This is an optimization exercise on Yosys and OpenROAD, whose aim is small area, not a production implementation. In this exercise RTL edits were held to simulation tests only and were not proved equivalent to the original. No activity file was given, so power comes from the tool's default toggle rates.

## id_stage_pipe
module id_stage_pipe #(
  parameter int XLEN     = 32,
  parameter int NREG     = 32,
  parameter int STALL_CW = 16
) (
  input  logic                     clk,
  input  logic                     rst,
  input  logic                     if_valid,
  input  logic [31:0]              if_instr,
  input  logic [XLEN-1:0]          if_pc,
  output logic                     id_ready,
  input  logic                     ex_ready,
  input  logic                     flush,
  input  logic                     wb_en,
  input  logic [$clog2(NREG)-1:0]  wb_addr,
  input  logic [XLEN-1:0]          wb_data,
  output logic                     ex_valid,
  output logic [XLEN-1:0]          ex_pc,
  output logic [XLEN-1:0]          ex_rs_data,
  output logic [XLEN-1:0]          ex_rt_data,
  output logic [XLEN-1:0]          ex_imm,
  output logic [$clog2(NREG)-1:0]  ex_rd,
  output logic [5:0]               ex_func,
  output logic [2:0]               ex_alu_op,
  output logic                     ex_mem_read,
  output logic                     ex_mem_write,
  output logic                     ex_reg_write,
  output logic                     ex_mem_to_reg,
  output logic [STALL_CW-1:0]      stall_count
);
Size in the first run: ~2600 cells after synthesis, ~0.046 sq mm of cells after synthesis.
export LEC_CHECK = 0
export CAP_MARGIN = 0
export CORE_MARGIN = 2
export CORE_UTILIZATION = 50
export PLACE_DENSITY = 0.6
export SLEW_MARGIN = 0
export SYNTH_HIERARCHICAL = 1
export SYNTH_MINIMUM_KEEP_SIZE = 0
create_clock -name core_clock -period 5.0 [get_ports {clk}]
standard.sh (not shown) runs the stock make flow with config.mk's settings and CLKGATE_MAP_FILE= SYNTH_SCRIPT=/design/flow/synth_recipe.tcl, a recipe that flattens the netlist after the stock synthesis.
==> flow/flow/run.sh <==
#!/bin/bash
# Standard ORFS layout, with two changes to how the layout is built:
#  - port buffers use the smallest buffer cell (buf_1) instead of ORFS's pick;
#  - clock tree synthesis uses clkbuf_8 with small sink clusters and adds no
#    dummy loads.
set -euo pipefail
bash standard.sh \
  BUFFER_PORTS_ARGS="-buffer_cell sky130_fd_sc_hd__buf_1" \
  CTS_ARGS="-sink_clustering_enable -repair_clock_nets -dont_use_dummy_load -buf_list sky130_fd_sc_hd__clkbuf_8 -sink_clustering_size 16 -sink_clustering_max_diameter 80" \
  finish > standard.log 2>&1
Then changed:
Settings changed: CORE_UTILIZATION 50 to 56, PLACE_DENSITY 0.6 to 0.66.
=> Setup slack is worse by 0.093 ns. Die area came out lower by about 10%. Total power came out lower by 0.34%. Clock-buffer cell count stays the same. Wire length came out lower by 2.4%. Cell area came out higher by 0.38%. Sequential cell count is unchanged. Core utilization came out higher by 6.7 points. Fmax came out lower by about 2.2%.
Then changed:
Settings changed: CORE_UTILIZATION 56 to 40, PLACE_DENSITY 0.66 to 0.6.
The changed run ran to the end with violations: max-capacitance violations, max-slew violations.
Power increases by 1.0%.
Final area rises by 1.7%.
Worst setup slack gains 0.057 ns.
Fmax grows by 1.4%.
Combinational power went up by about 2%.
Worst hold slack gets worse by 0.0066 ns.
Utilization goes down by 17 points.
Sequential power barely changes.
Die area increases by 39%.
Then changed:
==> flow/flow/run.sh (replaced) <==
#!/bin/bash
# Standard ORFS layout (standard synthesis), with these changes to how the
# layout is built:
#  - before global placement, flow/downsize.tcl gives the single-load a22oi_2
#    gates the smallest size (a22oi_1);
#  - port buffers use the smallest buffer cell (buf_1) instead of ORFS's pick;
#  - clock tree synthesis uses clkbuf_8 leaf clusters of up to 16 sinks and
#    adds no dummy loads.
set -euo pipefail
bash standard.sh \
  PRE_GLOBAL_PLACE_TCL="$PWD/flow/downsize.tcl" \
  BUFFER_PORTS_ARGS="-buffer_cell sky130_fd_sc_hd__buf_1" \
  CTS_ARGS="-sink_clustering_enable -repair_clock_nets -dont_use_dummy_load -buf_list sky130_fd_sc_hd__clkbuf_8 -sink_clustering_size 16 -sink_clustering_max_diameter 80" \
  finish > standard.log 2>&1
==> flow/flow/downsize.tcl (new file) <==
# Before global placement: the read-port AND-OR-INVERT gates that synthesis
# mapped to a22oi_2 each drive a single gate input, so they take the
# smallest size of the same cell (a22oi_1).
set n 0
foreach inst [get_cells -hierarchical *] {
  if {[get_property $inst ref_name] ne "sky130_fd_sc_hd__a22oi_2"} { continue }
  set out [get_pins -of_objects $inst -filter "direction==output"]
  set loads [get_pins -of_objects [get_nets -of_objects $out] -filter "direction==input"]
  if {[llength $loads] <= 2} {
    replace_cell $inst sky130_fd_sc_hd__a22oi_1
    incr n
  }
}
puts "downsize: $n a22oi_2 cells replaced by a22oi_1"
Settings changed: CORE_UTILIZATION 40 to 50.
Effect:
- Now the flow completed with no timing, DRC or antenna violations
- wire length fell by 1.3%
- synthesized cell count is unchanged
- setup slack barely changes
- combinational power fell by about 0.9%
- count of clock-buffer cells in the layout fell by 3

[re-timing with driven ports]
Ports are ideal in the flow. The routed layouts listed here were re-timed in OpenROAD. Step 1, drivers: a clkbuf_16 drives clk and a buf_2 each remaining input, both assumed. Step 2 also shifts input and output timing later by t, the mid clock arrival at the registers, as if the neighbouring blocks saw the same clock. Three values: ideal, step 1, step 2; two values: the first two.
| run | t, ns | setup slack, ns | worst setup path after step 2 |
|---|---|---|---|
| the first run | 0.786 | 0.948 / 0.921 / 0.571 | input to register |
| the second run | 0.772 | 0.855 / 0.823 / 0.481 | input to register |
| the third run | 0.798 | 0.912 / 0.882 / 0.346 | input to register |
| the fourth run | 0.798 | 0.912 / 0.882 / 0.562 | input to register |
The setup slack of the third run, which loses most, moves by -0.030 ns with the drivers and by -0.566 ns with both steps.
